Source: an optimization exercise on an open RTL-to-GDS flow (aim: small area). Production flows keep margins and buffers that such runs may drop. The RTL was checked by simulation tests, not by an equivalence proof against the original design. The flow treats the clock pin as an ideal source, which a real chip does not have. Power and IR drop assume default switching activity.

==> run a <==
==> flow/design.v <==
module mmc_ao222n (input logic [2:0] s, input logic [2:0] d, output logic yn);
  assign yn = ~((s[0] & d[0]) | (s[1] & d[1]) | (s[2] & d[2]));
endmodule
module mmc_ao22n (input logic [1:0] s, input logic [1:0] d, output logic yn);
  assign yn = ~((s[0] & d[0]) | (s[1] & d[1]));
endmodule
module mmc_nand11 (input logic [10:0] a, output logic y);
  assign y = ~(&a);
endmodule
module mmc_mux32 (
  input  logic [31:0]      sel,
  input  logic [32*32-1:0] d,
  output logic [31:0]      y
);
  for (genvar i = 0; i < 32; i++) begin : g_bit
    logic [10:0] yn;
    for (genvar g = 0; g < 10; g++) begin : g_grp
      mmc_ao222n u_ao (.s(sel[3*g +: 3]),
                       .d({d[32*(3*g+2)+i], d[32*(3*g+1)+i], d[32*(3*g)+i]}), .yn(yn[g]));
    end
    mmc_ao22n u_ao2 (.s(sel[31:30]), .d({d[32*31+i], d[32*30+i]}), .yn(yn[10]));
    mmc_nand11 u_or (.a(yn), .y(y[i]));
  end
endmodule
module mmc_rwbit (input logic t, input logic c, input logic w, input logic wr,
                  output logic d, output logic co);
  assign co = t & c;
  assign d  = wr ? w : (t ^ c);
endmodule
module mmc_accsel (input logic [2:0] s, input logic m, input logic r, input logic n,
                   output logic y);
  assign y = (s[0] & m) | (s[1] & r) | (s[2] & n);
endmodule
module mips_multicycle_core #(
  parameter int unsigned ADDR_W   = 10,
  parameter logic [31:0] RESET_PC = 32'h0000_0000,
  parameter int unsigned CNT_W    = 32
) (
  input  logic              clk,
  input  logic              rst,
  output logic              mem_req,
  output logic              mem_we,
  output logic [ADDR_W-1:0] mem_addr,
  output logic [31:0]       mem_wdata,
  input  logic [31:0]       mem_rdata,
  input  logic              mem_ready,
  input  logic [4:0]        dbg_reg_addr,
  output logic [31:0]       dbg_reg_data,
  output logic [31:0]       pc_out,
  output logic              halted,
  output logic [CNT_W-1:0]  instr_count
);
  localparam int NS = 32;
  localparam logic [4:0] SL_PC = 5'd0;
  localparam logic [5:0] OP_RTYPE = 6'h00, OP_J = 6'h02, OP_BEQ = 6'h04;
  localparam logic [5:0] OP_ADDI  = 6'h08, OP_LW = 6'h23, OP_SW = 6'h2B;
  localparam logic [5:0] FN_ADD = 6'h20, FN_SUB = 6'h22, FN_AND = 6'h24;
  localparam logic [5:0] FN_OR  = 6'h25, FN_SLT = 6'h2A;
  typedef enum logic [3:0] {
    S_CLR, S_FETCH0, S_FETCH, S_DEC, S_SH, S_WB, S_MEM, S_PCW, S_HALT1, S_HALT2, S_HALT
  } state_t;
  state_t           state;
  logic [NS*32-1:0] ring;      
  logic [4:0]       q;         
  logic [31:0]      cr;        
  logic             cc;        
  logic [31:0]      acc, ir;
  logic             cy;        
  logic             pcpass;    
  logic             pcinc_p, cntinc_p;
  logic [5:0] opc, fn;
  logic [4:0] rs, rt, rd;
  logic is_r, is_j, is_beq, is_lw, is_sw, is_mem, legal;
  logic f_sub, f_and, f_or, f_slt;
  assign opc = ir[31:26];
  assign fn  = ir[5:0];
  assign rs  = ir[25:21];
  assign rt  = ir[20:16];
  assign rd  = ir[15:11];
  assign is_r    = (opc == OP_RTYPE);
  assign is_j    = (opc == OP_J);
  assign is_beq  = (opc == OP_BEQ);
  assign is_lw   = (opc == OP_LW);
  assign is_sw   = (opc == OP_SW);
  assign is_mem  = is_lw | is_sw;
  assign f_sub   = (fn == FN_SUB);
  assign f_and   = (fn == FN_AND);
  assign f_or    = (fn == FN_OR);
  assign f_slt   = (fn == FN_SLT);
  assign legal   = (is_r & ((fn == FN_ADD) | f_sub | f_and | f_or | f_slt)) |
                   is_j | is_beq | (opc == OP_ADDI) | is_lw | is_sw;
  logic [4:0]    ms;        
  logic          ms_v;      
  logic [4:0]    pos;
  logic [31:0]   mm;
  always_comb begin
    ms   = SL_PC;
    ms_v = 1'b1;
    case (state)
      S_DEC:       begin ms = rs; ms_v = (rs != 5'd0); end
      S_SH, S_MEM: begin ms = rt; ms_v = (rt != 5'd0); end
      S_HALT:      begin ms = dbg_reg_addr; ms_v = (dbg_reg_addr != 5'd0); end
      S_CLR:       ms_v = 1'b0;
      default: ;
    endcase
    if (rst) ms_v = 1'b0;
  end
  assign pos = ms - q;
  logic [NS-1:0] msel;
  always_comb
    for (int j = 0; j < NS; j++) msel[j] = ms_v && (pos == 5'(j));
  mmc_mux32 u_mm (.sel(msel), .d(ring), .y(mm));
  logic [4:0] bi, k;
  logic       a, b, bx, sum, cout, res, cnext, ibit, sub_m, last;
  assign bi = q;
  assign k  = pcpass ? (bi - 5'd2) : bi;
  assign a  = acc[0];
  always_comb begin
    if (pcpass && bi < 5'd2)               ibit = 1'b0;
    else if (!is_j && k >= 5'd16)          ibit = ir[15];
    else                                   ibit = ir[k];
    b     = (!pcpass && (is_r || is_beq)) ? mm[bi] : ibit;
    if (pcpass && is_j) b = 1'b0;
    sub_m = !pcpass && is_r && (f_sub || f_slt);
    bx    = b ^ sub_m;
    sum   = a ^ bx ^ cy;
    cout  = (a & bx) | (a & cy) | (bx & cy);
    res   = sum;
    cnext = cout;
    if (pcpass) begin
      if (is_j) res = (bi < 5'd2) ? 1'b0 : (bi < 5'd28) ? ibit : a;
    end else if (is_beq) begin
      cnext = cy & ~(a ^ b);
      if (bi == 5'd30) cnext = cnext & ~(acc[1] ^ mm[31]);
    end else if (is_r) begin
      if (f_and)      res = a & b;
      else if (f_or)  res = a | b;
      else if (f_slt) begin
        res = 1'b0;
        if (bi == 5'd31) cnext = (a ^ b) ? a : sum;
      end
    end
  end
  assign last = (bi == 5'd31) || (!pcpass && is_beq && bi == 5'd30);
  logic [4:0]  tslot;
  logic        tskip, wr_acc, inc_pc;
  logic [31:0] wword, rin;
  logic [32:2] rc;
  always_comb begin
    if (pcpass)    begin tslot = SL_PC;        tskip = 1'b0; end
    else if (is_r) begin tslot = rd;           tskip = (rd == 5'd0); end
    else           begin tslot = rt;           tskip = (rt == 5'd0); end
  end
  assign wr_acc  = (state == S_CLR) || (state == S_WB && !tskip && q == tslot);
  assign inc_pc  = pcinc_p  && (q == SL_PC);
  assign wword   = {acc[31:1], acc[0] | (state == S_WB && !pcpass && is_r && f_slt && cy)};
  assign rin[1:0] = wr_acc ? wword[1:0] : ring[1:0];
  assign rc[2]    = inc_pc;
  for (genvar i = 2; i < 32; i++) begin : g_rin
    mmc_rwbit u_rw (.t(ring[i]), .c(rc[i]), .w(wword[i]), .wr(wr_acc), .d(rin[i]), .co(rc[i+1]));
  end
  always_ff @(posedge clk) begin
    ring <= {rin, ring[NS*32-1:32]};
  end
  logic fetch_go, at_end;
  assign fetch_go = (state == S_FETCH);
  assign at_end   = (q == 5'd31);        
  logic cin;
  assign cin = (q == 5'd0) ? cntinc_p : cc;
  always_ff @(posedge clk) begin
    if (state != S_HALT) cr <= {(state == S_CLR) ? 1'b0 : (cr[0] ^ cin), cr[31:1]};
    cc <= cr[0] & cin;
  end
  always_ff @(posedge clk) begin
    if (rst) begin
      state    <= S_CLR;
      q        <= '0;
      pcinc_p  <= 1'b0;
      cntinc_p <= 1'b0;
    end else begin
      q <= q + 5'd1;
      if (inc_pc)  pcinc_p  <= 1'b0;
      if (q == 5'd0) cntinc_p <= 1'b0;
      case (state)
        S_CLR: if (at_end) state <= S_FETCH0;
        S_FETCH0: if (!pcinc_p && !cntinc_p) state <= S_FETCH;
        S_FETCH: if (mem_ready) begin
          ir      <= mem_rdata;
          pcinc_p <= 1'b1;
          state   <= S_DEC;
        end
        S_DEC: begin
          if (!legal) state <= S_HALT1;
          else if (is_j) begin
            cntinc_p <= 1'b1;
            state    <= S_PCW;
          end else begin
            cy     <= (is_r && (f_sub || f_slt)) || is_beq;
            pcpass <= 1'b0;
            if (at_end) begin
              cntinc_p <= 1'b1;
              state    <= S_SH;
            end
          end
        end
        S_PCW: if (!pcinc_p) begin
          cy     <= 1'b0;
          pcpass <= 1'b1;
          if (at_end) state <= S_SH;
        end
        S_SH: begin
          cy  <= cnext;
          if (last) begin
            if (pcpass)      state <= S_WB;
            else if (is_mem) state <= S_MEM;
            else if (is_beq) state <= cnext ? S_PCW : S_FETCH0;
            else             state <= S_WB;
          end
        end
        S_WB: if (tskip || q == tslot) state <= S_FETCH0;
        S_MEM: if (mem_ready) begin
          if (is_lw) state <= S_WB;
          else state <= S_FETCH0;
        end
        S_HALT1: if (!pcinc_p) state <= S_HALT2;
        S_HALT2: if (q == 5'd31) state <= S_HALT;
        default: ;
      endcase
    end
  end
  logic        acc_mm, acc_mem, acc_sh;
  logic [31:0] acc_nx;
  always_comb begin
    acc_mm  = 1'b0;
    acc_mem = 1'b0;
    acc_sh  = 1'b0;
    if (rst) acc_mm = 1'b1;
    else case (state)
      S_FETCH0: acc_mm = !pcinc_p && !cntinc_p;
      S_DEC:    acc_mm = legal && !is_j;
      S_PCW:    acc_mm = !pcinc_p;
      S_HALT1:  acc_mm = !pcinc_p;
      S_SH:     acc_sh = 1'b1;
      S_MEM:    acc_mem = mem_ready && is_lw;
      default: ;
    endcase
  end
  for (genvar i = 0; i < 32; i++) begin : g_acc
    mmc_accsel u_sel (.s({acc_sh, acc_mem, acc_mm}), .m(mm[i]), .r(mem_rdata[i]),
                      .n((i == 31) ? res : acc[(i + 1) % 32]), .y(acc_nx[i]));
  end
  always_ff @(posedge clk)
    if (acc_mm || acc_mem || acc_sh) acc <= acc_nx;
  assign mem_req      = fetch_go || (state == S_MEM);
  assign mem_we       = (state == S_MEM) && is_sw;
  assign mem_addr     = acc[ADDR_W+1:2];
  assign mem_wdata    = mm;
  assign dbg_reg_data = mm;
  assign pc_out       = acc;
  assign halted       = (state == S_HALT);
  assign instr_count  = CNT_W'(cr);
endmodule
==> flow/flow/run.sh <==
#!/bin/bash
set -e
export BUFFER_PORTS_ARGS="-buffer_cell sky130_fd_sc_hd__buf_1"
export CTS_ARGS="-sink_clustering_enable -repair_clock_nets -dont_use_dummy_load -sink_clustering_size 18 -sink_clustering_max_diameter 90 -buf_list sky130_fd_sc_hd__clkbuf_8"
bash standard.sh cts > standard_cts.log 2>&1
openroad -no_init -exit flow/resize.tcl > resize.log 2>&1
bash standard.sh > standard_finish.log 2>&1
==> flow/flow/downsize.tcl <==
# Replace each gate by the smallest-area variant of the same cell family (same function,
# other drive strength) that keeps the setup slack above a margin and adds no slew or
# capacitance violation.
proc ds_area {m} { return [expr {[$m getWidth] * [$m getHeight] / 1e6}] }
proc downsize_all {margin} {
  set db [ord::get_db]
  set block [ord::get_db_block]
  set n 0
  set saved 0.0
  set base_slew [sta::max_slew_violation_count]
  set base_cap [sta::max_capacitance_violation_count]
  foreach inst [$block getInsts] {
    set m [$inst getMaster]
    set ref [$m getName]
    if {![regexp {^(sky130_fd_sc_hd__[a-z0-9]+)_([0-9]+)$} $ref -> base drv]} { continue }
    if {[regexp {df|dl|clk|tap|fill|decap|conb|probe|lpflow} $ref]} { continue }
    if {[$inst isFixed]} { continue }
    set iname [$inst getName]
    set a0 [ds_area $m]
    # candidates of this family with a smaller area, smallest first
    set cands {}
    foreach d {0 1 2 3 4 6 8 12 16} {
      if {$d == $drv} { continue }
      set cm [$db findMaster "${base}_$d"]
      if {$cm eq "NULL" || $cm eq ""} { continue }
      if {[ds_area $cm] >= $a0} { continue }
      if {[get_lib_cells -quiet "*/${base}_$d"] eq ""} { continue }
      lappend cands [list [ds_area $cm] "${base}_$d"]
    }
    foreach c [lsort -real -index 0 $cands] {
      set cname [lindex $c 1]
      replace_cell [get_cells $iname] [get_lib_cells "*/$cname"]
      if {[sta::worst_slack_cmd max] < $margin ||
          [sta::max_slew_violation_count] > $base_slew ||
          [sta::max_capacitance_violation_count] > $base_cap} {
        replace_cell [get_cells $iname] [get_lib_cells "*/$ref"]
      } else {
        incr n
        set saved [expr {$saved + $a0 - [lindex $c 0]}]
        break
      }
    }
  }
  puts "downsized $n instances, saved $saved um2"
}
==> flow/flow/resize.tcl <==
# Runs after clock tree synthesis: downsize gates with slack, then legalize the placement.
set pdir $::env(FLOW_HOME)/platforms/sky130hd
set rdir orfs/results/sky130hd/mips_multicycle_core/base
read_liberty $pdir/lib/sky130_fd_sc_hd__tt_025C_1v80.lib
read_db $rdir/4_cts.odb
read_sdc $rdir/4_cts.sdc
source $pdir/setRC.tcl
set_propagated_clock [all_clocks]
estimate_parasitics -placement
report_design_area
report_worst_slack -max
source flow/downsize.tcl
downsize_all 0.5e-9
detailed_placement
check_placement -verbose
estimate_parasitics -placement
report_design_area
report_worst_slack -max
report_worst_slack -min
puts "slew violations [sta::max_slew_violation_count] cap violations [sta::max_capacitance_violation_count]"
write_db $rdir/4_cts.odb
==> flow/standard.sh <==
#!/bin/bash
# synth_recipe.tcl (not shown) runs the flow's synth.tcl, then flattens the netlist and writes it again
# the make line also repeats each setting of config.mk as NAME=value (left out here)
make -C /OpenROAD-flow-scripts/flow DESIGN_CONFIG=/design/flow/config.mk WORK_HOME=/design/flow/orfs CLKGATE_MAP_FILE= SYNTH_SCRIPT=/design/flow/synth_recipe.tcl "${@:-finish}"
==> flow/config.mk <==
export PLATFORM = sky130hd
export DESIGN_NAME = mips_multicycle_core
export DESIGN_NICKNAME = mips_multicycle_core
export VERILOG_FILES = /design/flow/design.v
export SDC_FILE = /design/flow/constraint.sdc
export NUM_CORES = 4
export LEC_CHECK = 0
export CAP_MARGIN = 20
export CORE_MARGIN = 2
export CORE_UTILIZATION = 65
export CTS_BUF_LIST = sky130_fd_sc_hd__clkbuf_8
export CTS_CLUSTER_DIAMETER = 60
export CTS_CLUSTER_SIZE = 14
export PLACE_DENSITY = 0.75
export SLEW_MARGIN = 20
export SYNTH_HIERARCHICAL = 1
export SYNTH_MINIMUM_KEEP_SIZE = 0
==> flow/constraint.sdc <==
create_clock -name core_clock -period 10.0 [get_ports {clk}]
set_input_delay 2.0000 -clock core_clock [delete_from_list [all_inputs] [get_ports {clk}]]
set_output_delay 2.0000 -clock core_clock [all_outputs]
set_load 0.01 [all_outputs]
==> run b: changes against run a <==
--- a/flow/design.v
+++ b/flow/design.v
@@ -26,10 +26,6 @@
                   output logic d, output logic co);
   assign co = t & c;
   assign d  = wr ? w : (t ^ c);
-endmodule
-module mmc_accsel (input logic [2:0] s, input logic m, input logic r, input logic n,
-                   output logic y);
-  assign y = (s[0] & m) | (s[1] & r) | (s[2] & n);
 endmodule
 module mips_multicycle_core #(
   parameter int unsigned ADDR_W   = 10,
@@ -57,7 +53,7 @@
   localparam logic [5:0] FN_ADD = 6'h20, FN_SUB = 6'h22, FN_AND = 6'h24;
   localparam logic [5:0] FN_OR  = 6'h25, FN_SLT = 6'h2A;
   typedef enum logic [3:0] {
-    S_CLR, S_FETCH0, S_FETCH, S_DEC, S_SH, S_WB, S_MEM, S_PCW, S_HALT1, S_HALT2, S_HALT
+    S_CLR, S_FETCH, S_DEC, S_SH, S_WB, S_MEM, S_PCW, S_HALT1, S_HALT2, S_HALT
   } state_t;
   state_t           state;
   logic [NS*32-1:0] ring;      
@@ -92,6 +88,7 @@
   logic [4:0]    ms;        
   logic          ms_v;      
   logic [4:0]    pos;
+  logic [NS-1:0] msel;
   logic [31:0]   mm;
   always_comb begin
     ms   = SL_PC;
@@ -106,7 +103,6 @@
     if (rst) ms_v = 1'b0;
   end
   assign pos = ms - q;
-  logic [NS-1:0] msel;
   always_comb
     for (int j = 0; j < NS; j++) msel[j] = ms_v && (pos == 5'(j));
   mmc_mux32 u_mm (.sel(msel), .d(ring), .y(mm));
@@ -131,7 +127,6 @@
       if (is_j) res = (bi < 5'd2) ? 1'b0 : (bi < 5'd28) ? ibit : a;
     end else if (is_beq) begin
       cnext = cy & ~(a ^ b);
-      if (bi == 5'd30) cnext = cnext & ~(acc[1] ^ mm[31]);
     end else if (is_r) begin
       if (f_and)      res = a & b;
       else if (f_or)  res = a | b;
@@ -141,7 +136,7 @@
       end
     end
   end
-  assign last = (bi == 5'd31) || (!pcpass && is_beq && bi == 5'd30);
+  assign last = (!pcpass && is_mem) ? (bi == 5'(ADDR_W + 1)) : (bi == 5'd31);
   logic [4:0]  tslot;
   logic        tskip, wr_acc, inc_pc;
   logic [31:0] wword, rin;
@@ -163,12 +158,12 @@
     ring <= {rin, ring[NS*32-1:32]};
   end
   logic fetch_go, at_end;
-  assign fetch_go = (state == S_FETCH);
+  assign fetch_go = (state == S_FETCH) && !pcinc_p && !cntinc_p;
   assign at_end   = (q == 5'd31);        
   logic cin;
   assign cin = (q == 5'd0) ? cntinc_p : cc;
   always_ff @(posedge clk) begin
-    if (state != S_HALT) cr <= {(state == S_CLR) ? 1'b0 : (cr[0] ^ cin), cr[31:1]};
+    cr <= {(state == S_CLR) ? 1'b0 : (cr[0] ^ cin), cr[31:1]};
     cc <= cr[0] & cin;
   end
   always_ff @(posedge clk) begin
@@ -177,14 +172,14 @@
       q        <= '0;
       pcinc_p  <= 1'b0;
       cntinc_p <= 1'b0;
+      acc      <= mm;             
     end else begin
       q <= q + 5'd1;
       if (inc_pc)  pcinc_p  <= 1'b0;
       if (q == 5'd0) cntinc_p <= 1'b0;
       case (state)
-        S_CLR: if (at_end) state <= S_FETCH0;
-        S_FETCH0: if (!pcinc_p && !cntinc_p) state <= S_FETCH;
-        S_FETCH: if (mem_ready) begin
+        S_CLR: if (at_end) state <= S_FETCH;
+        S_FETCH: if (fetch_go && mem_ready) begin
           ir      <= mem_rdata;
           pcinc_p <= 1'b1;
           state   <= S_DEC;
@@ -195,6 +190,7 @@
             cntinc_p <= 1'b1;
             state    <= S_PCW;
           end else begin
+            acc    <= mm;
             cy     <= (is_r && (f_sub || f_slt)) || is_beq;
             pcpass <= 1'b0;
             if (at_end) begin
@@ -204,59 +200,46 @@
           end
         end
         S_PCW: if (!pcinc_p) begin
+          acc    <= mm;
           cy     <= 1'b0;
           pcpass <= 1'b1;
           if (at_end) state <= S_SH;
         end
         S_SH: begin
+          acc <= {res, acc[31:1]};
           cy  <= cnext;
           if (last) begin
             if (pcpass)      state <= S_WB;
             else if (is_mem) state <= S_MEM;
-            else if (is_beq) state <= cnext ? S_PCW : S_FETCH0;
+            else if (is_beq) state <= cnext ? S_PCW : S_FETCH;
             else             state <= S_WB;
           end
         end
-        S_WB: if (tskip || q == tslot) state <= S_FETCH0;
+        S_WB: if (tskip || q == tslot) state <= S_FETCH;
         S_MEM: if (mem_ready) begin
-          if (is_lw) state <= S_WB;
-          else state <= S_FETCH0;
-        end
-        S_HALT1: if (!pcinc_p) state <= S_HALT2;
-        S_HALT2: if (q == 5'd31) state <= S_HALT;
+          if (is_lw) begin
+            acc   <= mem_rdata;
+            state <= S_WB;
+          end else state <= S_FETCH;
+        end
+        S_HALT1: if (!pcinc_p) begin
+          acc   <= mm;
+          state <= S_HALT2;
+        end
+        S_HALT2: if (q == 5'd0) begin
+          ir    <= cr;
+          state <= S_HALT;
+        end
         default: ;
       endcase
     end
   end
-  logic        acc_mm, acc_mem, acc_sh;
-  logic [31:0] acc_nx;
-  always_comb begin
-    acc_mm  = 1'b0;
-    acc_mem = 1'b0;
-    acc_sh  = 1'b0;
-    if (rst) acc_mm = 1'b1;
-    else case (state)
-      S_FETCH0: acc_mm = !pcinc_p && !cntinc_p;
-      S_DEC:    acc_mm = legal && !is_j;
-      S_PCW:    acc_mm = !pcinc_p;
-      S_HALT1:  acc_mm = !pcinc_p;
-      S_SH:     acc_sh = 1'b1;
-      S_MEM:    acc_mem = mem_ready && is_lw;
-      default: ;
-    endcase
-  end
-  for (genvar i = 0; i < 32; i++) begin : g_acc
-    mmc_accsel u_sel (.s({acc_sh, acc_mem, acc_mm}), .m(mm[i]), .r(mem_rdata[i]),
-                      .n((i == 31) ? res : acc[(i + 1) % 32]), .y(acc_nx[i]));
-  end
-  always_ff @(posedge clk)
-    if (acc_mm || acc_mem || acc_sh) acc <= acc_nx;
   assign mem_req      = fetch_go || (state == S_MEM);
   assign mem_we       = (state == S_MEM) && is_sw;
-  assign mem_addr     = acc[ADDR_W+1:2];
+  assign mem_addr     = (state == S_FETCH) ? mm[ADDR_W+1:2] : acc[31:32-ADDR_W];
   assign mem_wdata    = mm;
   assign dbg_reg_data = mm;
   assign pc_out       = acc;
   assign halted       = (state == S_HALT);
-  assign instr_count  = CNT_W'(cr);
-endmodule
+  assign instr_count  = CNT_W'(ir);
+endmodule
==> flow/run.sh (new file) <==
#!/bin/bash
# synth_recipe.tcl (not shown) runs the flow's synth.tcl, then flattens the netlist and writes it again
# the make line also repeats each setting of config.mk as NAME=value (left out here)
make -C /OpenROAD-flow-scripts/flow DESIGN_CONFIG=/design/flow/config.mk WORK_HOME=/design/flow/orfs CLKGATE_MAP_FILE= SYNTH_SCRIPT=/design/flow/synth_recipe.tcl finish
removed: flow/flow/run.sh
removed: flow/flow/downsize.tcl
removed: flow/flow/resize.tcl
removed: flow/standard.sh
==> run c: changes against run a <==
--- a/flow/design.v
+++ b/flow/design.v
@@ -26,10 +26,6 @@
                   output logic d, output logic co);
   assign co = t & c;
   assign d  = wr ? w : (t ^ c);
-endmodule
-module mmc_accsel (input logic [2:0] s, input logic m, input logic r, input logic n,
-                   output logic y);
-  assign y = (s[0] & m) | (s[1] & r) | (s[2] & n);
 endmodule
 module mips_multicycle_core #(
   parameter int unsigned ADDR_W   = 10,
@@ -177,13 +173,17 @@
       q        <= '0;
       pcinc_p  <= 1'b0;
       cntinc_p <= 1'b0;
+      acc      <= mm;             
     end else begin
       q <= q + 5'd1;
       if (inc_pc)  pcinc_p  <= 1'b0;
       if (q == 5'd0) cntinc_p <= 1'b0;
       case (state)
         S_CLR: if (at_end) state <= S_FETCH0;
-        S_FETCH0: if (!pcinc_p && !cntinc_p) state <= S_FETCH;
+        S_FETCH0: if (!pcinc_p && !cntinc_p) begin
+          acc   <= mm;
+          state <= S_FETCH;
+        end
         S_FETCH: if (mem_ready) begin
           ir      <= mem_rdata;
           pcinc_p <= 1'b1;
@@ -195,6 +195,7 @@
             cntinc_p <= 1'b1;
             state    <= S_PCW;
           end else begin
+            acc    <= mm;
             cy     <= (is_r && (f_sub || f_slt)) || is_beq;
             pcpass <= 1'b0;
             if (at_end) begin
@@ -204,11 +205,13 @@
           end
         end
         S_PCW: if (!pcinc_p) begin
+          acc    <= mm;
           cy     <= 1'b0;
           pcpass <= 1'b1;
           if (at_end) state <= S_SH;
         end
         S_SH: begin
+          acc <= {res, acc[31:1]};
           cy  <= cnext;
           if (last) begin
             if (pcpass)      state <= S_WB;
@@ -219,38 +222,20 @@
         end
         S_WB: if (tskip || q == tslot) state <= S_FETCH0;
         S_MEM: if (mem_ready) begin
-          if (is_lw) state <= S_WB;
-          else state <= S_FETCH0;
-        end
-        S_HALT1: if (!pcinc_p) state <= S_HALT2;
+          if (is_lw) begin
+            acc   <= mem_rdata;
+            state <= S_WB;
+          end else state <= S_FETCH0;
+        end
+        S_HALT1: if (!pcinc_p) begin
+          acc   <= mm;
+          state <= S_HALT2;
+        end
         S_HALT2: if (q == 5'd31) state <= S_HALT;
         default: ;
       endcase
     end
   end
-  logic        acc_mm, acc_mem, acc_sh;
-  logic [31:0] acc_nx;
-  always_comb begin
-    acc_mm  = 1'b0;
-    acc_mem = 1'b0;
-    acc_sh  = 1'b0;
-    if (rst) acc_mm = 1'b1;
-    else case (state)
-      S_FETCH0: acc_mm = !pcinc_p && !cntinc_p;
-      S_DEC:    acc_mm = legal && !is_j;
-      S_PCW:    acc_mm = !pcinc_p;
-      S_HALT1:  acc_mm = !pcinc_p;
-      S_SH:     acc_sh = 1'b1;
-      S_MEM:    acc_mem = mem_ready && is_lw;
-      default: ;
-    endcase
-  end
-  for (genvar i = 0; i < 32; i++) begin : g_acc
-    mmc_accsel u_sel (.s({acc_sh, acc_mem, acc_mm}), .m(mm[i]), .r(mem_rdata[i]),
-                      .n((i == 31) ? res : acc[(i + 1) % 32]), .y(acc_nx[i]));
-  end
-  always_ff @(posedge clk)
-    if (acc_mm || acc_mem || acc_sh) acc <= acc_nx;
   assign mem_req      = fetch_go || (state == S_MEM);
   assign mem_we       = (state == S_MEM) && is_sw;
   assign mem_addr     = acc[ADDR_W+1:2];
==> flow/flow/run.sh (replaced) <==
#!/bin/bash
set -e
export BUFFER_PORTS_ARGS="-buffer_cell sky130_fd_sc_hd__buf_1"
export CTS_ARGS="-sink_clustering_enable -repair_clock_nets -dont_use_dummy_load -sink_clustering_size 20 -sink_clustering_max_diameter 40 -buf_list sky130_fd_sc_hd__clkbuf_8"
bash standard.sh cts > standard_cts.log 2>&1
openroad -no_init -exit flow/resize.tcl > resize.log 2>&1
bash standard.sh > standard_finish.log 2>&1
==> comparison table <==
|  | run a | run b | run c |
|---|---|---|---|
| #MultiIn Comb | 907 | 1029 | 970 |
| TAP cells | 664 | 672 | 664 |
| Power density over the cells | 271.8 mW/mm^2 | 312.6 mW/mm^2 | 283.7 mW/mm^2 |
| Type of the worst setup path | flop to output port | primary input to output port | flop to output port |
| Overall power of the completed layout | 9355 uW | 11650 uW | 9903 uW |
| Startpoint of the tightest hold check path | ring[748] | ring[416] | ring[722] |
| Die area | 0.05133 mm^2 | 0.05211 mm^2 | 0.05153 mm^2 |
| Synth Area in Adders | 0.01795 | 0.01730 | 0.01788 |
| Count of clock-net buffers in the final layout | 72 | 95 | 105 |
| Max_slew headroom | 0.1794 | 0.2564 | 0.2003 |
| Worst Path Max Fanout | 22 | 18 | 15 |
| Placement-stage worst setup slack | 0.9010 ns | 0.5273 ns | 1.094 ns |
| Routed length on met2 | 43000 um | 46620 um | 43130 um |
| Leakage dissipation | 0.01351 uW | 0.01439 uW | 0.01337 uW |
| Status | no timing/DRC/antenna violations | no timing/DRC/antenna violations | no timing/DRC/antenna violations |

## separate check: timing with driven ports
No port has a modelled driver above. Below, the same layouts with a new extraction and two added sets of constraints. Step 1 assumes that a clkbuf_16 drives the clock port and a buf_2 every other input. Step 2 also shifts input and output timing later by t, the mid clock arrival at the registers, as if the neighbouring blocks saw the same clock. Slacks: ideal / step 1 / step 2; pairs: ideal / step 1.
| run | t, ns | setup slack, ns | pins driven straight from the clock port |
|---|---|---|---|
| run a | 0.744 | 0.692 / 0.631 / 0.040 | 1 |
| run b | 0.762 | 0.398 / 0.369 / 0.369 | 1 |
| run c | 0.770 | 0.662 / 0.605 / 0.450 | 1 |
After both steps setup and hold are still met in every run listed. For run a, which loses most, drivers alone change the setup slack by -0.061 ns; drivers and shift together by -0.652 ns.
